Background: an optimization exercise with open tools, aiming at a short achievable clock period and few clock cycles per item. Do not read the settings as production practice.
Only simulation tests tie the RTL to the original design; equivalence was not proved.
The flow treats the clock pin as an ideal source, which a real chip does not have.
No activity file was given, so power comes from the tool's default toggle rates.

--- flow/config.mk ---
export PLATFORM = sky130hd
export DESIGN_NAME = cpu_top
export DESIGN_NICKNAME = cpu_top
export VERILOG_FILES = /design/flow/design.v
export SDC_FILE = /design/flow/constraint.sdc
export NUM_CORES = 4
export LEC_CHECK = 0
export ABC_CLOCK_PERIOD_IN_PS = 2000
export CAP_MARGIN = 20
export CORE_MARGIN = 2
export CORE_UTILIZATION = 55
export CTS_CLUSTER_DIAMETER = 60
export CTS_CLUSTER_SIZE = 25
export SETUP_SLACK_MARGIN = 3.7
export SLEW_MARGIN = 20
--- flow/constraint.sdc ---
create_clock -name core_clock -period 6.0 [get_ports {clk}]
set_input_delay 1.2000 -clock core_clock [delete_from_list [all_inputs] [get_ports {clk}]]
set_output_delay 1.2000 -clock core_clock [all_outputs]
set_load 0.01 [all_outputs]
--- flow/design.v ---
package cpu_pkg;
    typedef logic [32-1:0] word_t;
    typedef logic [4-1:0] reg_idx_t;
    typedef logic [5-1:0] opcode_t;
    typedef logic [19-1:0] offset_t;
    typedef enum logic [2:0] {
        st_fetch,
        st_decode,
        st_address,
        st_memory,
        st_writeback
    } cpu_state_t;
endpackage
`timescale 1ns/1ps
module cpu_top (
    input  logic            clk,
    input  logic            rst_n,
    output logic            wb_cyc,
    output logic            wb_stb,
    output logic            wb_we,
    output cpu_pkg::word_t  wb_adr,
    output cpu_pkg::word_t  wb_dat_o,
    input  cpu_pkg::word_t  wb_dat_i,
    input  logic            wb_ack
);
    localparam int NR = 16;
    localparam int QD = 5;
    localparam int OW = 19;
    localparam int HW = 32 - 19;
    localparam int LA = 10;         
    localparam int LB = OW - LA;    
    localparam int IW = 4 + 2*4 + OW;
    function automatic logic [NR-1:0] dec1h(input logic [4-1:0] r);
        for (int i = 0; i < NR; i++) dec1h[i] = (r == i);
    endfunction
    logic              b_idle;    
    logic              b_ld;      
    logic              b_fetch;   
    logic              b_kill;    
    cpu_pkg::reg_idx_t b_ra;      
    logic [NR-1:0]     b_w1h;     
    cpu_pkg::word_t    pc_f;      
    cpu_pkg::word_t    pc_f1;     
    logic [QD-1:0]     occ;       
    logic              fetch_ok;
    logic              taken;     
    logic free, f_done;
    assign free     = b_idle || wb_ack;
    assign f_done   = wb_ack && b_fetch;
    assign fetch_ok = !occ[QD-1];
    logic [IW-1:0] iq [QD];
    logic [QD-1:0] iq_rp, iq_wp;    
    logic [QD-1:0] iq_val;          
    logic          iq_empty;
    logic [IW-1:0] fin;
    cpu_pkg::opcode_t fop;
    assign fop = wb_dat_i[31:27];
    assign fin = {!(fop == cpu_pkg::opcode_t'(0) || fop == cpu_pkg::opcode_t'(1) ||
                    fop == cpu_pkg::opcode_t'(2)),
                  fop == cpu_pkg::opcode_t'(2),
                  fop == cpu_pkg::opcode_t'(1),
                  fop == cpu_pkg::opcode_t'(0),
                  wb_dat_i[26:0]};
    assign iq_empty = (iq_val & iq_rp) == '0;
    logic              ir_v, ir_nop, ir_st, ir_ldi, ir_ld, ir_rbz;
    cpu_pkg::reg_idx_t ir_ra, ir_rb;
    logic [NR-1:0]     ir_rb1h;
    logic [NR-1:0]     ir_rb1l;   
    cpu_pkg::offset_t  ir_off;
    logic              x2_v, x2_ld, x2_ldi, x2_st;
    cpu_pkg::reg_idx_t x2_ra;
    logic [OW-1:0]     x2_g, x2_p;
    logic [HW-1:0]     x2_hb;
    logic              x2_s;      
    logic              x3_v, x3_mem, x3_ld, x3_ldi, x3_st;
    cpu_pkg::reg_idx_t x3_ra;
    logic [NR-1:0]     x3_ra1h;
    logic [NR-1:0]     x3_l1h;    
    logic [NR-1:0]     x3_d1h;    
    logic [OW-1:0]     x3_p;
    logic [LA-1:0]     x3_ca;             
    logic [LB-2:0]     x3_gb, x3_pb;      
    logic [HW-1:0]     x3_hb, x3_h1, x3_h0;
    logic [1:0]        x3_inc, x3_dec;    
    logic [OW-2:0]     x3_c;              
    logic              x3_inc_s, x3_dec_s;
    logic              x3_byp;    
    cpu_pkg::word_t    x3_ea;
    cpu_pkg::word_t    regs [NR];
    cpu_pkg::word_t    st_rd;     
    cpu_pkg::word_t    base_rd;   
    always_comb begin
        st_rd   = '0;
        base_rd = '0;
        for (int i = 0; i < NR; i++) begin
            st_rd = st_rd | (regs[i] & {32{x3_ra1h[i]}});
            if (i != 0) begin
                base_rd[OW-1:0]            = base_rd[OW-1:0] | (regs[i][OW-1:0] & {OW{ir_rb1h[i]}});
                base_rd[32-1:OW]  = base_rd[32-1:OW] | (regs[i][32-1:OW] & {HW{!ir_rb1l[i]}});
            end
        end
    end
    assign x3_c     = {x3_gb | (x3_pb & {(LB-1){x3_ca[LA-1]}}), x3_ca};
    assign x3_inc_s = x3_ca[LA-1] ? x3_inc[1] : x3_inc[0];
    assign x3_dec_s = x3_ca[LA-1] ? x3_dec[1] : x3_dec[0];
    assign x3_ea    = {x3_hb ^ ((x3_h1 & {HW{x3_inc_s}}) | (x3_h0 & {HW{x3_dec_s}})),
                       x3_p ^ {x3_c, 1'b0}};
    logic x3_out, x2_out, issue_data, issue_fetch;
    logic x3_out_0, x2_out_0, issue_fetch_0;
    cpu_pkg::word_t st_data;
    assign x3_out_0      = !x3_mem || b_idle;
    assign x2_out_0      = !x2_v || x3_out_0;
    assign issue_fetch_0 = b_idle && !x3_mem && fetch_ok;
    assign x3_out      = wb_ack || x3_out_0;
    assign x2_out      = wb_ack || x2_out_0;
    assign issue_data  = free && x3_mem;
    assign issue_fetch = wb_ack ? (!x3_mem && fetch_ok) : issue_fetch_0;
    assign st_data     = (x3_byp && !b_kill) ? wb_dat_i : st_rd;
    logic haz, x1_adv, x1_pop, ir_load, ir_take;
    logic x1_adv_0, x1_adv_1, ir_load_0, ir_load_1, ir_take_0, ir_take_1;
    assign haz = !ir_rbz && ((x2_v && (x2_ld || x2_ldi) && (x2_ra == ir_rb)) ||
                             (x3_v && (x3_ld || x3_ldi) && (x3_ra == ir_rb)) ||
                             (b_ld && (b_ra == ir_rb)));
    assign x1_adv_0  = ir_v && !ir_nop && x2_out_0 && !haz;
    assign x1_adv_1  = ir_v && !ir_nop && !haz;
    assign ir_load_0 = !ir_v || ir_nop || (x2_out_0 && !haz);
    assign ir_load_1 = !ir_v || ir_nop || !haz;
    assign ir_take_0 = ir_load_0 && !iq_empty;
    assign ir_take_1 = ir_load_1 && (!iq_empty || b_fetch);
    assign x1_adv  = wb_ack ? x1_adv_1  : x1_adv_0;
    assign x1_pop  = ir_v && (ir_nop || (x2_out && !haz));
    assign ir_load = wb_ack ? ir_load_1 : ir_load_0;
    assign ir_take = wb_ack ? ir_take_1 : ir_take_0;
    logic [IW-1:0]     ir_nxt;
    cpu_pkg::reg_idx_t ir_nxt_rb;
    logic [IW-1:0]     iq_hd;
    always_comb begin
        iq_hd = '0;
        for (int i = 0; i < QD; i++) iq_hd = iq_hd | (iq[i] & {IW{iq_rp[i]}});
    end
    assign ir_nxt    = iq_empty ? fin : iq_hd;
    assign ir_nxt_rb = ir_nxt[22:19];
    logic [OW-1:0] a_g, a_p;
    logic [LA-1:0] ga, pa, ga2, pa2;
    logic [LB-1:0] gb, pb, gb2, pb2;
    logic          off_s;
    logic [HW-1:0] hb;
    logic [HW-1:0] h_all1, h_all0;    
    always_comb begin
        a_g = x2_g;
        a_p = x2_p;
        ga  = a_g[LA-1:0];
        pa  = a_p[LA-1:0];
        for (int d = 1; d < LA; d = d * 2) begin
            ga2 = ga;
            pa2 = pa;
            for (int i = d; i < LA; i++) begin
                ga2[i] = ga[i] | (pa[i] & ga[i-d]);
                pa2[i] = pa[i] & pa[i-d];
            end
            ga = ga2;
            pa = pa2;
        end
        gb = a_g[OW-1:LA];
        pb = a_p[OW-1:LA];
        for (int d = 1; d < LB; d = d * 2) begin
            gb2 = gb;
            pb2 = pb;
            for (int i = d; i < LB; i++) begin
                gb2[i] = gb[i] | (pb[i] & gb[i-d]);
                pb2[i] = pb[i] & pb[i-d];
            end
            gb = gb2;
            pb = pb2;
        end
        off_s = x2_s;
        hb = x2_hb;
        for (int i = 0; i < HW; i++) begin
            h_all1[i] = 1'b1;
            h_all0[i] = 1'b1;
            for (int j = 0; j < i; j++) begin
                h_all1[i] = h_all1[i] & hb[j];
                h_all0[i] = h_all0[i] & !hb[j];
            end
        end
    end
    always_ff @(posedge clk or negedge rst_n) begin
        if (!rst_n) begin
            for (int i = 0; i < NR; i++) regs[i] <= '0;
        end else begin
            for (int i = 0; i < NR; i++) begin
                if (x3_l1h[i])
                    regs[i] <= x3_ea;
                else if (wb_ack && b_w1h[i])
                    regs[i] <= wb_dat_i;
            end
        end
    end
    always_ff @(posedge clk or negedge rst_n) begin
        if (!rst_n) begin
            wb_cyc   <= 1'b0;
            b_idle   <= 1'b1;
            b_ld     <= 1'b0;
            b_fetch  <= 1'b0;
            b_kill   <= 1'b0;
            b_w1h    <= '0;
            pc_f     <= cpu_pkg::word_t'(0);
            pc_f1    <= cpu_pkg::word_t'(0 + 1);
            occ      <= '0;
            taken    <= 1'b0;
            iq_rp    <= QD'(1);
            iq_wp    <= QD'(1);
            iq_val   <= '0;
            ir_v     <= 1'b0;
            x2_v     <= 1'b0;
            x3_v     <= 1'b0;
            x3_mem   <= 1'b0;
            x3_l1h   <= '0;
            x3_d1h   <= '0;
        end else begin
            wb_cyc <= !free || issue_data || issue_fetch;
            if (free) begin
                b_idle   <= !(issue_data || issue_fetch);
                b_ld     <= issue_data && x3_ld;
                b_fetch  <= issue_fetch;
                b_kill   <= 1'b0;
                b_w1h    <= issue_data ? x3_d1h : '0;
            end else if (x3_v && x3_ldi && b_ld && x3_ra == b_ra) begin
                b_kill   <= 1'b1;
                b_w1h    <= '0;
            end
            if (issue_fetch) begin
                pc_f  <= pc_f1;
                pc_f1 <= pc_f1 + cpu_pkg::word_t'(1);
            end
            taken <= ir_take;
            if (issue_fetch && !taken)
                occ <= {occ[QD-2:0], 1'b1};
            else if (taken && !issue_fetch)
                occ <= {1'b0, occ[QD-1:1]};
            if (f_done && !(ir_load && iq_empty)) begin
                iq_wp  <= {iq_wp[QD-2:0], iq_wp[QD-1]};
                iq_val <= (iq_val | iq_wp) & ~((ir_load && !iq_empty) ? iq_rp : '0);
            end else if (ir_load && !iq_empty) begin
                iq_val <= iq_val & ~iq_rp;
            end
            if (ir_load && !iq_empty) iq_rp <= {iq_rp[QD-2:0], iq_rp[QD-1]};
            if (ir_load) ir_v <= ir_take;
            if (x2_out) x2_v <= x1_adv;
            if (x3_out) begin
                x3_v   <= x2_v;
                x3_mem <= x2_v && (x2_ld || x2_st);
                x3_l1h <= (x2_v && x2_ldi) ? dec1h(x2_ra) : '0;
                x3_d1h <= (x2_v && x2_ld)  ? dec1h(x2_ra) : '0;
            end
        end
    end
    cpu_pkg::word_t adr_h, dat_h;
    logic           we_h;
    cpu_pkg::word_t adr_n;
    assign adr_n = x3_mem ? x3_ea : pc_f;
    always_ff @(posedge clk or negedge rst_n) begin
        if (!rst_n) begin
            adr_h <= '0;
            dat_h <= '0;
            we_h  <= 1'b0;
        end else if (free) begin
            adr_h <= adr_n;
            dat_h <= st_data;
            we_h  <= issue_data && x3_st;
        end
    end
    always_ff @(posedge clk) begin
        wb_adr   <= free ? adr_n : adr_h;
        wb_dat_o <= free ? st_data : dat_h;
        wb_we    <= free ? (issue_data && x3_st) : we_h;
        wb_stb   <= !free || issue_data || issue_fetch;
    end
    always_ff @(posedge clk) begin
        if (free) b_ra <= x3_ra;
        for (int i = 0; i < QD; i++) if (f_done && iq_wp[i]) iq[i] <= fin;
        if (ir_load) begin
            {ir_nop, ir_st, ir_ldi, ir_ld, ir_ra, ir_rb, ir_off} <= ir_nxt;
            ir_rbz  <= ir_nxt_rb == '0;
            ir_rb1h <= dec1h(ir_nxt_rb);
            ir_rb1l <= ~dec1h(ir_nxt_rb);
        end
        if (x1_adv) begin
            x2_ld   <= ir_ld;
            x2_ldi  <= ir_ldi;
            x2_st   <= ir_st;
            x2_ra   <= ir_ra;
            x2_g    <= base_rd[OW-1:0] & ir_off;
            x2_p    <= base_rd[OW-1:0] ^ ir_off;
            x2_hb   <= base_rd[32-1:OW];
            x2_s    <= ir_off[OW-1];
        end
        if (x3_out)
            x3_byp <= x2_v && x2_st && (free ? (x3_mem && x3_ld && x3_ra == x2_ra) : (b_ld && b_ra == x2_ra));
        else if (free)
            x3_byp <= 1'b0;
        if (x3_out) begin
            x3_ld   <= x2_ld;
            x3_ldi  <= x2_ldi;
            x3_st   <= x2_st;
            x3_ra   <= x2_ra;
            x3_ra1h <= dec1h(x2_ra);
            x3_p    <= a_p;
            x3_ca   <= ga;
            x3_gb   <= gb[LB-2:0];
            x3_pb   <= pb[LB-2:0];
            x3_hb   <= hb;
            x3_h1   <= h_all1;
            x3_h0   <= h_all0;
            x3_inc  <= {!off_s && (gb[LB-1] || pb[LB-1]), !off_s && gb[LB-1]};
            x3_dec  <= { off_s && !(gb[LB-1] || pb[LB-1]), off_s && !gb[LB-1]};
        end
    end
endmodule
--- flow/flow/run.sh ---
#!/bin/bash
# Own layout flow: the standard flow, with the top of the clock tree rebuilt
# after CTS so that the clock port drives 4 root buffers that drive the leaf
# buffers directly (one level less than the standard tree). The resizer may
# swap gates for any cell of the same function (MATCH_CELL_FOOTPRINT=0). Each
# tool writes its full output to a log file of its own in the work folder.
set -euo pipefail
HERE="$(cd "$(dirname "${BASH_SOURCE[0]}")" && pwd)"
WORK="$(pwd)"
RES="$WORK/orfs/results/$FLOW_PLATFORM/cpu_top/base"

bash standard.sh cts MATCH_CELL_FOOTPRINT=0 > "$WORK/flow_standard_to_cts.log" 2>&1

CTS_ODB="$RES/4_cts.odb" CLK_NET=clk \
    openroad -no_init -exit "$HERE/clktop_run.tcl" > "$WORK/flow_clktop.log" 2>&1
grep -q "clktop: root q" "$WORK/flow_clktop.log"
# the CTS result is newer than its inputs, so make continues from it
touch "$RES/4_cts.odb" "$RES/4_cts.sdc"

bash standard.sh finish MATCH_CELL_FOOTPRINT=0 > "$WORK/flow_standard_finish.log" 2>&1
test -f "$WORK/out/final.def"
--- flow/flow/clktop.tcl ---
# Rebuild the top of the clock tree: the clock port drives 4 new root buffers,
# one per quadrant, and each drives the leaf buffers (and any direct sinks) of
# its quadrant. The leaf level that CTS built is kept as it is.
proc load_pins {net} {
  set r {}
  foreach it [$net getITerms] { if {![$it isOutputSignal]} { lappend r $it } }
  return $r
}
proc is_clkbuf {inst} {
  if {![string match "sky130_fd_sc_hd__clkbuf_*" [[$inst getMaster] getName]]} { return 0 }
  set o [$inst getFirstOutput]
  if {$o eq "NULL" || $o eq ""} { return 0 }
  if {[$o getNet] eq "NULL"} { return 0 }
  return 1
}

set block [ord::get_db_block]
set clk [$block findNet $::env(CLK_NET)]
set top [load_pins $clk]
if {[llength $top] != 1} { error "clock port drives [llength $top] pins" }
set root [[lindex $top 0] getInst]
if {![is_clkbuf $root]} { error "root is not a clock buffer" }

# the buffers between the root and the leaf level
set upper [list $root]
set frontier [list $root]
set leafpins {}
# walk down: a buffer whose output net drives any non-buffer pin, or buffers
# that drive flops, counts as a leaf buffer; the levels above are replaced
proc drives_sinks {inst} {
  # a leaf buffer drives no clock buffer
  set n [[$inst getFirstOutput] getNet]
  foreach it [load_pins $n] {
    if {[is_clkbuf [$it getInst]]} { return 0 }
  }
  return 1
}
while {[llength $frontier] > 0} {
  set next {}
  foreach b $frontier {
    set n [[$b getFirstOutput] getNet]
    foreach it [load_pins $n] {
      set i [$it getInst]
      if {[is_clkbuf $i] && ![drives_sinks $i]} {
        lappend upper $i
        lappend next $i
      } else {
        lappend leafpins $it
      }
    }
  }
  set frontier $next
}
puts "clktop: replacing [llength $upper] upper buffers, [llength $leafpins] pins below them"

# quadrants around the median position of the pins
set xs {}; set ys {}
foreach it $leafpins {
  set loc [[$it getInst] getLocation]
  lappend xs [lindex $loc 0]; lappend ys [lindex $loc 1]
}
set mx [lindex [lsort -integer $xs] [expr {[llength $xs]/2}]]
set my [lindex [lsort -integer $ys] [expr {[llength $ys]/2}]]
foreach q {0 1 2 3} { set grp($q) {}; set sx($q) 0; set sy($q) 0 }
foreach it $leafpins x $xs y $ys {
  set q [expr {($x >= $mx ? 1 : 0) + ($y >= $my ? 2 : 0)}]
  lappend grp($q) $it
  set sx($q) [expr {$sx($q) + $x}]
  set sy($q) [expr {$sy($q) + $y}]
}

# remove the old upper levels
foreach b $upper {
  set n [[$b getFirstOutput] getNet]
  foreach it [$b getITerms] { if {[$it getNet] ne "NULL"} { $it disconnect } }
  odb::dbInst_destroy $b
  if {[llength [$n getITerms]] == 0} { odb::dbNet_destroy $n } else {
    foreach it [$n getITerms] { $it disconnect }
    odb::dbNet_destroy $n
  }
}

set master [[ord::get_db] findMaster sky130_fd_sc_hd__clkbuf_16]
foreach q {0 1 2 3} {
  set cnt [llength $grp($q)]
  if {$cnt == 0} continue
  set inst [odb::dbInst_create $block $master "clkroot_q$q"]
  set net [odb::dbNet_create $block "clknet_root_q$q"]
  $net setSigType CLOCK
  [$inst findITerm A] connect $clk
  [$inst findITerm X] connect $net
  foreach it $grp($q) { $it connect $net }
  $inst setLocation [expr {$sx($q)/$cnt}] [expr {$sy($q)/$cnt}]
  $inst setPlacementStatus PLACED
  puts "clktop: root q$q drives $cnt pins"
}
--- flow/flow/clktop_run.tcl ---
# Runs after the standard flow's CTS step: rebuilds the top of the clock tree
# (see clktop.tcl), legalizes the new buffers and writes the CTS result back.
read_db $::env(CTS_ODB)
source [file join [file dirname [info script]] clktop.tcl]
detailed_placement
check_placement
write_db $::env(CTS_ODB)
--- flow/standard.sh ---
#!/bin/bash
# synth_recipe.tcl (not shown) runs the flow's synth.tcl, then flattens the netlist and writes it again
# the make line also repeats each setting of config.mk as NAME=value (left out here)
make -C /OpenROAD-flow-scripts/flow DESIGN_CONFIG=/design/flow/config.mk WORK_HOME=/design/flow/orfs CLKGATE_MAP_FILE= SYNTH_SCRIPT=/design/flow/synth_recipe.tcl "${@:-finish}"
==> impl_metrics.env, run 1 <==
export IMPL_rows=113
export IMPL_cts_buffers=98
export IMPL_grt_pass1_vias=38600
export IMPL_synthArstFlopShare=0.613
export IMPL_crit_fanout=24
export IMPL_worst_path_largest_cell_delay_ps=540
export IMPL_cts_sinks=1173
export IMPL_clock_skew_ps=49.2
export IMPL_holdBufCountCts=0
export IMPL_crit_type="reg2reg"
export IMPL_worstHoldPathType="reg2reg"
export IMPL_cp_arrival_ps=2800
export IMPL_yosys_warnings=3
export IMPL_synth_area_top_cells="dfrtp_1, edfxtp_1, mux2i_1, o21ai_0, nand2_1"
export IMPL_path_cells="buf_6, a22o_1, a221oi_1, and3_1, a31oi_1, a21oi_2, o21ai_0"
export IMPL_slew_headroom=0.244
export IMPL_critPathBufInv=1
export IMPL_final_cells=5972
export IMPL_irDropWorstVdd_uv=406
export IMPL_worstSetupEndpointType="flop"
export IMPL_drc=0
export IMPL_h_tree_depth=3
export IMPL_crit_family="compound AO/OA/AOI/OAI gates"
export IMPL_status="no timing/DRC/antenna violations"
export IMPL_whs_ps=426
export IMPL_synth_seq_cells=1173
export IMPL_cellLeakagePower_nw=25.0
export IMPL_ff_latch_area_um2=31000
export IMPL_die_area_um2=98500
export IMPL_area_delta_synth_final_pct=13.0
export IMPL_finalSetupTns_ps=0
export IMPL_grt_start_max_net_pins=162
export IMPL_antenna_found_initial=4
export IMPL_cts_clk_slew_worst_paths_ps=90
export IMPL_drive_above_1_share=0.137
export IMPL_synth_largest_area_cell="dfrtp_1"
export IMPL_clk_latency_ps=610
export IMPL_crit_path_top_delay_cell="edfxtp_1"
export IMPL_drt_initial_drc_count=6414
export IMPL_synth_top_family_by_area="compound AO/OA/AOI/OAI gates"
export IMPL_numPortBuffers=101
export IMPL_cts_buffer_depth=3
export IMPL_core_area_um2=95000
export IMPL_vias_per_cell=6.85
export IMPL_yosysMostFrequentCell="dfrtp_1"
export IMPL_yosys_area_share_adder=0.00521
export IMPL_synth_compound_area_share=0.169
export IMPL_multi_input_area_um2=20700
export IMPL_hold_viol_final=0
export IMPL_gr_total_overflow=0
export IMPL_grt_pass1_wl_mm=279
export IMPL_synth_commonest_cells="dfrtp_1, nand2_1, o21ai_0, mux2i_1, edfxtp_1"
export IMPL_nNetsFinal=4678
export IMPL_cts_tree="built"
export IMPL_crit_path_start_kind="flop"
export IMPL_die_h_um=314
export IMPL_die_w_um=314
export IMPL_power_density_nw_per_um2=290
export IMPL_fmaxAchievable_mhz=428
export IMPL_synth_xor_area_frac=0.0141
export IMPL_routed_wl_mm=197
export IMPL_ctsRootBufferMaster="clkbuf_16"
export IMPL_synth_fp_nets=4711
export IMPL_gp_congestion=0.892
export IMPL_n_fill_cell=7566
export IMPL_worstMarginPinSlew_ps=1130
export IMPL_first_pass_iters=9
export IMPL_vias=40900
export IMPL_required_ps=6460
export IMPL_utilization=0.628
export IMPL_yosys_area_share_simple=0.0769
export IMPL_timing_final_max_slew_violations=0
export IMPL_maxCapViolations=0
export IMPL_synth_edf_count=388
export IMPL_grt_usage=0.392
export IMPL_ios=102
export IMPL_synth_top_cell_area_share=0.339
export IMPL_power_mw=17.3
export IMPL_wl_per_cell_um=33.0
export IMPL_synth_mux_area_frac=0.112
export IMPL_period_minus_slack_ps=2340
export IMPL_drtAntennaViolNets=0
export IMPL_synth_seq_area_share=0.587
export IMPL_synth_ff_type="dfrtp_1"
export IMPL_rsz0062_at_grt="yes"
export IMPL_period_share=0.389
export IMPL_place_inst=5731
export IMPL_synth_area_um2=52800
export IMPL_syn_avg_cell_area_um2=11.3
export IMPL_floorplan_initialDensity=0.556
export IMPL_setup_viol=0
export IMPL_synth_cells=4654
export IMPL_synth_cell_type_count=53
export IMPL_hpwl_mm=107
-- routing by layer --
layer	wire, um	vias up	GRT usage
li1	-	17100	-
met1	75400	20100	0.536
met3	24100	677	0.102
met5	126	-	0.00435
met2	85500	2943	0.584
met4	11900	10	0.193
-- final timing paths --
path                              from           to  slack (ps)  cells past startpoint
max                        x3_ra1h[14]    dat_h[25]        3660                      7
max in group asynchronous        rst_n  regs[8][20]        4080                      2
min                           ir_ra[0]     x2_ra[0]         430                      0
min reg2reg                   ir_ra[0]     x2_ra[0]         430                      0
min in group asynchronous        rst_n     pc_f[29]         540                      1
max reg2reg                x3_ra1h[14]    dat_h[25]        3660                      7
-- power breakdown --
group	switching, mW	internal, mW
clock	3.44	3.24
sequential	0.336	8.72
combinational	0.967	0.587
total	4.75	12.5
-- metrics by stage --
stage,instance area [um^2],setup slack (ps)
after floorplan,53000,1950
after global placement,55200,1630
after detailed placement,55200,1600
after CTS,59100,3570
after global routing,59700,3660
final,59700,3660
-- area by class of cell --
cell class,instances,share of cell area
flip-flops and latches,1173,0.520
inverters,65,0.00422
plain buffers,4,0.00168
clock buffers,97,0.0385
clock inverters,79,0.0163
diodes,1,0.0000419
multi-input cells,2989,0.346
repair buffers,299,0.0465
well taps,1265,0.0265
-- logic make-up after synthesis --
group,Yosys count
DFF,1173
and+or+nand+nor,951
xor gates and xnor gates,85
muxes,587
adders and majority gates,22
AOI/OAI and AO/OA,1341
buffers and inverters,495
-- worst register-to-register path, stage by stage (launching register included) --
cell	delay, ps
edfxtp_1	540
buf_6	320
a22o_1	270
a221oi_1	190
and3_1	240
a31oi_1	150
a21oi_2	310
o21ai_0	170
-- placed cells by master (no fill, tap or decap), types with 69 or more instances in the layout --
cell type	Yosys	routed
dfrtp_1	715	697
nand2_1	683	664
o21ai_0	617	590
mux2i_1	547	547
edfxtp_1	388	388
a22oi_1	188	186
a22o_1	170	170
a221oi_1	153	152
buf_4	0	136
clkbuf_16	0	100
and3_1	74	69
-- flip-flops by register name (all words and copies together), names as in the netlist, 18 cells and up --
register	count
x2_p	19
x3_p	18
x2_g	19
dat_h	32
pc_f	32
adr_h	32
wb_dat_o	32
regs	512
ir_off	19
iq	155
wb_adr	32
pc_f1	32
-- repair_timing --
action	in CTS	in global routing
gates resized for setup	337	105
gates cloned	3	5
endpoints found under the setup margin	1325	465
pin swaps	6	16
buffers inserted	26	26
endpoints found under the hold margin	0	0
Testbench counts, summed over its fixed seeds: cycles 19,517, instructions 12,288.
==> inputs of run 2 (changes only) <==
--- a/flow/config.mk
+++ b/flow/config.mk
@@ -8,7 +8,7 @@
 export ABC_CLOCK_PERIOD_IN_PS = 2000
 export CAP_MARGIN = 20
 export CORE_MARGIN = 2
-export CORE_UTILIZATION = 55
+export CORE_UTILIZATION = 65
 export CTS_CLUSTER_DIAMETER = 60
 export CTS_CLUSTER_SIZE = 25
 export SETUP_SLACK_MARGIN = 3.7
==> impl_metrics.env, run 2 <==
export IMPL_worstHoldStart="ir_ra[1]"
export IMPL_antenna_found_initial=2
export IMPL_core_area_um2=80400
export IMPL_period_minus_slack_ps=2480
export IMPL_hold_depth=0
export IMPL_n_fill_cell=5490
export IMPL_yosysMostFrequentCell="dfrtp_1"
export IMPL_largest_register_ffs=512
export IMPL_layout_common_cells="dfrtp_1, nand2_1, o21ai_0"
export IMPL_timing_final_max_slew_violations=0
export IMPL_yosys_warnings=3
export IMPL_status="no timing/DRC/antenna violations"
export IMPL_gp_congestion=0.921
export IMPL_whs_ps=422
export IMPL_cts_buffers=81
export IMPL_max_flop_register="regs"
export IMPL_first_pass_iters=9
export IMPL_crit_fanout=5
export IMPL_cts_clk_slew_worst_paths_ps=100
export IMPL_holdBufCountCts=0
export IMPL_fmaxAchievable_mhz=403
export IMPL_drtAntennaViolNets=0
export IMPL_cts_sinks=1173
export IMPL_synth_area_top_cells="dfrtp_1, edfxtp_1, mux2i_1, o21ai_0, nand2_1"
export IMPL_power_density_nw_per_um2=276
export IMPL_setup_viol=0
export IMPL_finalSetupTns_ps=0
export IMPL_grt_start_max_net_pins=137
export IMPL_cts_tree="built"
export IMPL_synth_seq_area_share=0.587
export IMPL_hold_end="x2_ra[1]"
export IMPL_numPortBuffers=101
export IMPL_ctsRootBufferMaster="clkbuf_16"
export IMPL_cp_arrival_ps=2760
export IMPL_vias=42400
export IMPL_drc=0
export IMPL_cellLeakagePower_nw=25.1
export IMPL_crit_type="reg2reg"
export IMPL_h_tree_depth=3
export IMPL_required_ps=6280
export IMPL_nNetsFinal=4707
export IMPL_period_share=0.413
export IMPL_worstHoldPathType="reg2reg"
export IMPL_clk_latency_ps=570
export IMPL_worstMarginPinSlew_ps=1170
export IMPL_die_h_um=289
export IMPL_maxCapViolations=0
export IMPL_reg2reg_depth=9
export IMPL_cts_buffer_depth=3
export IMPL_gr_total_overflow=0
export IMPL_synth_edf_count=388
export IMPL_wl_per_cell_um=33.6
export IMPL_synth_top_cell_area_share=0.339
export IMPL_synth_seq_cells=1173
export IMPL_floorplan_initialDensity=0.657
export IMPL_die_area_um2=83500
export IMPL_vias_per_cell=7.33
export IMPL_rows=104
export IMPL_rsz0062_at_grt="yes"
export IMPL_grt_usage=0.453
export IMPL_synth_cells=4654
export IMPL_grt_pass1_vias=39600
export IMPL_layout_commonest_cell="dfrtp_1"
export IMPL_drt_initial_drc_count=7747
export IMPL_synth_cell_type_count=53
export IMPL_synth_largest_area_cell="dfrtp_1"
export IMPL_clock_skew_ps=46.4
export IMPL_drive_above_1_share=0.145
export IMPL_reg2reg_slack_ps=3520
export IMPL_grt_pass1_wl_mm=273
export IMPL_worstSetupEndpointType="flop"
export IMPL_area_delta_synth_final_pct=12.9
export IMPL_synth_area_um2=52800
export IMPL_synth_ff_type="dfrtp_1"
export IMPL_hpwl_mm=101
export IMPL_synthArstFlopShare=0.613
export IMPL_routed_wl_mm=194
export IMPL_synth_commonest_cells="dfrtp_1, nand2_1, o21ai_0, mux2i_1, edfxtp_1"
export IMPL_reg2reg_to="ir_rb1l[5]"
export IMPL_r2r_start="iq_rp[1]"
export IMPL_ios=102
export IMPL_top_regs="regs x512, iq x155"
export IMPL_hold_viol_final=0
export IMPL_slew_headroom=0.218
export IMPL_synth_fp_nets=4711
export IMPL_irDropWorstVdd_uv=311
export IMPL_syn_avg_cell_area_um2=11.3
export IMPL_die_w_um=289
export IMPL_crit_path_start_kind="flop"
-- run 2: cell counts after synthesis --
No cell type changed its count.
-- run 2: cells by family (layout without fill, tap and decap cells) --
family | count (synthesis) | after routing | synth area share
AND/OR/NAND/NOR | 951 | 953 | 0.0769
XOR/XNOR | 85 | 85 | 0.0141
buffers and inverters | 495 | 556 | 0.0359
AO/OA/AOI/OAI | 1341 | 1342 | 0.169
flip-flops | 1173 | 1173 | 0.587
multiplexers | 587 | 587 | 0.112
adder cells (fa/ha/maj) | 22 | 22 | 0.00521
other | 0 | 2 | 0
-- run 2: per-stage QoR --
stage               power [mW]  worst slack (ps)  area, um^2  utilization  std cells
global placement          10.6              1760       54900        0.682       5526
detailed placement        10.7              1740       54900        0.683       5528
global route              16.9              3510       59600        0.741       5778
finish                    16.5              3520       59600        0.741       5780
floorplan                 9.93              1950       53000            -       4654
CTS                       16.6              3610       58600        0.729       5729
-- run 2: timing repair --
action	4_1_cts	5_1_grt
resized for setup	383	161
endpoints found under the setup margin	1280	599
setup buffers	38	42
cloned	12	12
pin swaps	11	42
-- run 2: power by group --
part	switching (mW)	internal, mW
registers	0.349	8.72
clock network	3.01	2.81
logic	0.978	0.611
-- run 2: critical path, stage by stage, from the launching register on --
cell and delay, ps:
dfrtp_2 430, buf_12 130, a222oi_1 450, buf_4 250, nand2_8 80, buf_12 180, a31o_4 250, buf_6 130
nor2_4 200, nand2_2 100
-- run 2: per-layer routing --
| metal | GRT usage | vias to the layer above | routed length (um) |
|---|---|---|---|
| li1 | - | 17200 | - |
| met1 | 0.605 | 20500 | 67700 |
| met2 | 0.669 | 3681 | 82800 |
| met3 | 0.132 | 957 | 29000 |
| met4 | 0.257 | 2 | 14700 |
| met5 | 0 | - | 13 |
-- run 2: cell type report --
class | instances | area, um^2 | area share
flip-flops and latches | 1173 | 31000 | 0.520
clock buffers | 93 | 2030 | 0.0340
plain buffers | 4 | 100 | 0.00168
diodes | 2 | 5.00 | 0.0000839
multi-input cells | 2989 | 20800 | 0.348
inverters | 65 | 255 | 0.00428
well taps | 1060 | 1330 | 0.0222
repair buffers | 345 | 3560 | 0.0597
clock inverters | 49 | 571 | 0.00957
-- run 2: how the worst max path moves through the flow --
stage,from,end,slack [ps],cells past startpoint
3_3_place_gp,wb_ack,x3_byp,1760,9
6_report,iq_rp[1],ir_rb1l[5],3520,9
4_1_cts,wb_ack,x3_byp,3610,7
5_1_grt,iq_rp[1],ir_rb1l[14],3510,9
3_5_place_dp,wb_ack,x3_byp,1740,9
2_1_floorplan,wb_ack,x3_d1h[11],1950,8
==> inputs of run 3 (changes only) <==
--- a/flow/design.v
+++ b/flow/design.v
@@ -24,7 +24,7 @@
     input  logic            wb_ack
 );
     localparam int NR = 16;
-    localparam int QD = 5;
+    localparam int QD = 6;
     localparam int OW = 19;
     localparam int HW = 32 - 19;
     localparam int LA = 10;         
@@ -126,7 +126,7 @@
     assign ir_load_0 = !ir_v || ir_nop || (x2_out_0 && !haz);
     assign ir_load_1 = !ir_v || ir_nop || !haz;
     assign ir_take_0 = ir_load_0 && !iq_empty;
-    assign ir_take_1 = ir_load_1 && (!iq_empty || b_fetch);
+    assign ir_take_1 = ir_load_1 && !iq_empty;
     assign x1_adv  = wb_ack ? x1_adv_1  : x1_adv_0;
     assign x1_pop  = ir_v && (ir_nop || (x2_out && !haz));
     assign ir_load = wb_ack ? ir_load_1 : ir_load_0;
@@ -138,7 +138,7 @@
         iq_hd = '0;
         for (int i = 0; i < QD; i++) iq_hd = iq_hd | (iq[i] & {IW{iq_rp[i]}});
     end
-    assign ir_nxt    = iq_empty ? fin : iq_hd;
+    assign ir_nxt    = iq_hd;
     assign ir_nxt_rb = ir_nxt[22:19];
     logic [OW-1:0] a_g, a_p;
     logic [LA-1:0] ga, pa, ga2, pa2;
@@ -238,7 +238,7 @@
                 occ <= {occ[QD-2:0], 1'b1};
             else if (taken && !issue_fetch)
                 occ <= {1'b0, occ[QD-1:1]};
-            if (f_done && !(ir_load && iq_empty)) begin
+            if (f_done) begin
                 iq_wp  <= {iq_wp[QD-2:0], iq_wp[QD-1]};
                 iq_val <= (iq_val | iq_wp) & ~((ir_load && !iq_empty) ? iq_rp : '0);
             end else if (ir_load && !iq_empty) begin
--- a/flow/config.mk
+++ b/flow/config.mk
@@ -8,7 +8,7 @@
 export ABC_CLOCK_PERIOD_IN_PS = 2000
 export CAP_MARGIN = 20
 export CORE_MARGIN = 2
-export CORE_UTILIZATION = 65
+export CORE_UTILIZATION = 55
 export CTS_CLUSTER_DIAMETER = 60
 export CTS_CLUSTER_SIZE = 25
 export SETUP_SLACK_MARGIN = 3.7
==> impl_metrics.env, run 3 <==
export IMPL_nNetsFinal=4712
export IMPL_combPwrFrac=0.053
export IMPL_crit_path_start_kind="flop"
export IMPL_power_mw=16.7
export IMPL_drt_initial_drc_count=7032
export IMPL_timing_final_max_slew_violations=0
export IMPL_cts_sinks=1208
export IMPL_worst_slack_ps=3620
export IMPL_yosysMostFrequentCell="dfrtp_1"
export IMPL_layout_commonest_cell="dfrtp_1"
export IMPL_setup_viol=0
export IMPL_largest_register_ffs=512
export IMPL_synth_area_um2=54000
export IMPL_drive_above_1_share=0.128
export IMPL_max_flop_register="regs"
export IMPL_synth_ff_type="dfrtp_1"
export IMPL_final_cells=6018
export IMPL_pre_cts_ws_ps=1990
export IMPL_post_route_cell_area_um2=60700
export IMPL_first_pass_iters=8
export IMPL_grt_busiest_layer="met1"
export IMPL_period_share=0.397
export IMPL_n_fill_cell=7622
export IMPL_maxCapViolations=0
export IMPL_clkPwrFrac=0.417
export IMPL_grt_use_met2=0.541
export IMPL_cellLeakagePower_nw=24.6
export IMPL_whs_ps=423
export IMPL_synth_area_top_cells="dfrtp_1, edfxtp_1, mux2i_1, o21ai_0, nand2_1"
export IMPL_finalSetupTns_ps=0
export IMPL_h_tree_depth=3
export IMPL_p_sw_mw=4.29
export IMPL_grt_use_met1=0.550
export IMPL_grt_pass1_wl_mm=281
export IMPL_fmaxAchievable_mhz=419
export IMPL_crit_fanout=32
export IMPL_syn_avg_cell_area_um2=11.5
export IMPL_core_area_um2=97000
export IMPL_hold_viol_final=0
export IMPL_gp_congestion=0.908
export IMPL_synth_largest_area_cell="dfrtp_1"
export IMPL_crit_type="reg2reg"
export IMPL_gr_total_overflow=0
export IMPL_required_ps=6430
export IMPL_worstSetupEndpointType="flop"
export IMPL_die_h_um=317
export IMPL_synthArstFlopShare=0.599
export IMPL_routed_wl_mm=196
export IMPL_holdBufCountCts=0
export IMPL_clock_skew_ps=67.9
export IMPL_dpl_cell_area_um2=56300
export IMPL_hpwl_mm=108
export IMPL_synth_cells=4690
export IMPL_cp_arrival_ps=2820
export IMPL_utilization=0.626
export IMPL_power_density_nw_per_um2=276
export IMPL_layout_common_cells="dfrtp_1, nand2_1, o21ai_0"
export IMPL_grt_start_max_net_pins=130
export IMPL_clk_latency_ps=620
export IMPL_ctsRootBufferMaster="clkbuf_16"
export IMPL_slew_headroom=0.163
export IMPL_area_delta_synth_final_pct=12.3
export IMPL_synth_commonest_cells="dfrtp_1, nand2_1, o21ai_0, mux2i_1, edfxtp_1"
export IMPL_grt_usage=0.389
export IMPL_synth_seq_area_share=0.593
export IMPL_die_w_um=317
export IMPL_rows=114
export IMPL_wl_per_cell_um=32.5
export IMPL_cts_buffer_depth=3
export IMPL_numPortBuffers=101
export IMPL_place_inst=5790
export IMPL_vias=41200
export IMPL_cts_buffers=99
export IMPL_synth_fp_nets=4747
export IMPL_cts_clk_slew_worst_paths_ps=80
export IMPL_p_int_mw=12.4
export IMPL_worstHoldPathType="reg2reg"
export IMPL_yosys_warnings=3
export IMPL_rsz0062_at_grt="yes"
export IMPL_grt_pass1_vias=39000
export IMPL_drtAntennaViolNets=0
export IMPL_die_area_um2=101000
export IMPL_floorplan_initialDensity=0.557
export IMPL_ios=102
export IMPL_vias_per_cell=6.85
export IMPL_synth_top_cell_area_share=0.333
export IMPL_antenna_found_initial=10
export IMPL_synth_cell_type_count=59
export IMPL_cts_tree="built"
export IMPL_switching_share=0.256
export IMPL_irDropWorstVdd_uv=330
export IMPL_pwr_share_seq=0.530
export IMPL_synth_edf_count=419
export IMPL_synth_seq_cells=1208
export IMPL_top_regs="regs x512, iq x186"
export IMPL_status="no timing/DRC/antenna violations"
export IMPL_drc=0
export IMPL_worstMarginPinSlew_ps=1250
export IMPL_period_minus_slack_ps=2380
export IMPL_use_met3=0.147
-- run 3: cell types whose count changed after synthesis, sizes merged, moves of 26 or more --
| cell | delta |
|---|---|
| a222oi | -32 |
| a31oi | -26 |
| nand3 | +34 |
| nor2 | -30 |
| edfxtp | +31 |
| a22oi | +60 |
-- run 3: final cells by class --
class,instances,area [um^2],share of cell area
clock buffers,102,2420,0.0398
repair buffers,291,2680,0.0442
clock inverters,76,991,0.0163
diodes,1,2.50,0.0000412
well taps,1276,1600,0.0263
multi-input cells,2994,20600,0.339
flip-flops and latches,1208,32000,0.528
inverters,65,250,0.00412
repair inverters,1,7.51,0.000124
plain buffers,4,100,0.00165
-- run 3: critical path, cell delays in order, from the launching register on --
cell and delay (ps):
edfxtp_1 380, buf_6 330, a22o_1 290, a221oi_1 180, and3_1 190, a31oi_1 70, a21oi_1 530, o21ai_0 240
-- run 3: routing by layer --
layer	vias to the layer above	part of all wire
met5	-	0.00045
met4	12	0.042
met3	579	0.15
met2	3140	0.41
met1	20300	0.40
li1	17200	-
-- run 3: what timing repair did --
action                                  4_1_cts  5_1_grt
pin swaps                                     6        8
cloned                                        6        0
resized for setup                           319       77
setup buffers                                31        8
endpoints found under the setup margin     1018      574
-- run 3: power by group through the flow --
stage                     combinational [mW]  sequential (mW)  clock (mW)
after floorplan                        0.393             9.01           0
after global placement                 0.848             9.03           0
after detailed placement               0.861             9.03           0
after CTS                              0.849             8.86        7.28
after global routing                   0.961             8.89        7.31
final                                  0.880             8.87        6.97
-- run 3: path summary, 6_finish.rpt --
kind / start / to / slack (ps) / cells past startpoint
min in group asynchronous: rst_n / regs[5][11] / 610 / 1
worst min register to register: x2_p[0] / x3_p[0] / 420 / 0
worst min-delay path: x2_p[0] / x3_p[0] / 420 / 0
max in group asynchronous: rst_n / regs[14][21] / 4000 / 2
worst max register to register: x3_ra1h[10] / dat_h[25] / 3620 / 7
worst max-delay path: x3_ra1h[10] / dat_h[25] / 3620 / 7
-- run 3: cell families (layout without fill, tap and decap cells) --
| kind of cell | Yosys count | count (layout) | share of synthesized area |
|---|---|---|---|
| buffers and inverters | 490 | 539 | 0.0367 |
| AND/OR/NAND/NOR | 954 | 955 | 0.0765 |
| other | 0 | 1 | 0 |
| adder cells (fa/ha/maj) | 22 | 22 | 0.00510 |
| flip-flops | 1208 | 1208 | 0.593 |
| XOR/XNOR | 85 | 85 | 0.0150 |
| AO/OA/AOI/OAI | 1342 | 1343 | 0.164 |
| multiplexers | 589 | 589 | 0.110 |
Testbench counts of run 3, summed over its fixed seeds: cycles 19,584, instructions 12,288.

re-timing with driven ports:
No port has a modelled driver above. Below, the same layouts with a new extraction and two added sets of constraints. Step 1 assumes that a clkbuf_16 drives the clock port and a buf_2 every other input. Step 2, shift: input delay + t, output delay - t, t = (earliest + latest rising clock arrival at the registers) / 2. This alone moves slack from input paths to output paths. a / b / c = no drivers / after step 1 / after step 2; a / b = the first two.
run	t, ns	setup slack, ns	hold WS [ns]	clock arrival spread, ns	cell pins on the clock port's net
run 1	0.741	3.665 / 3.569 / 3.072	0.426 / 0.426 / 0.426	0.050 / 0.050	4
run 2	0.691	3.519 / 3.519 / 2.935	0.422 / 0.422 / 0.422	0.050 / 0.050	4
run 3	0.758	3.616 / 3.523 / 3.063	0.423 / 0.423 / 0.423	0.072 / 0.071	4
After both steps every run listed still meets setup and hold. For run 1, which loses most, drivers alone change the setup slack by -0.096 ns; drivers and shift together by -0.593 ns.
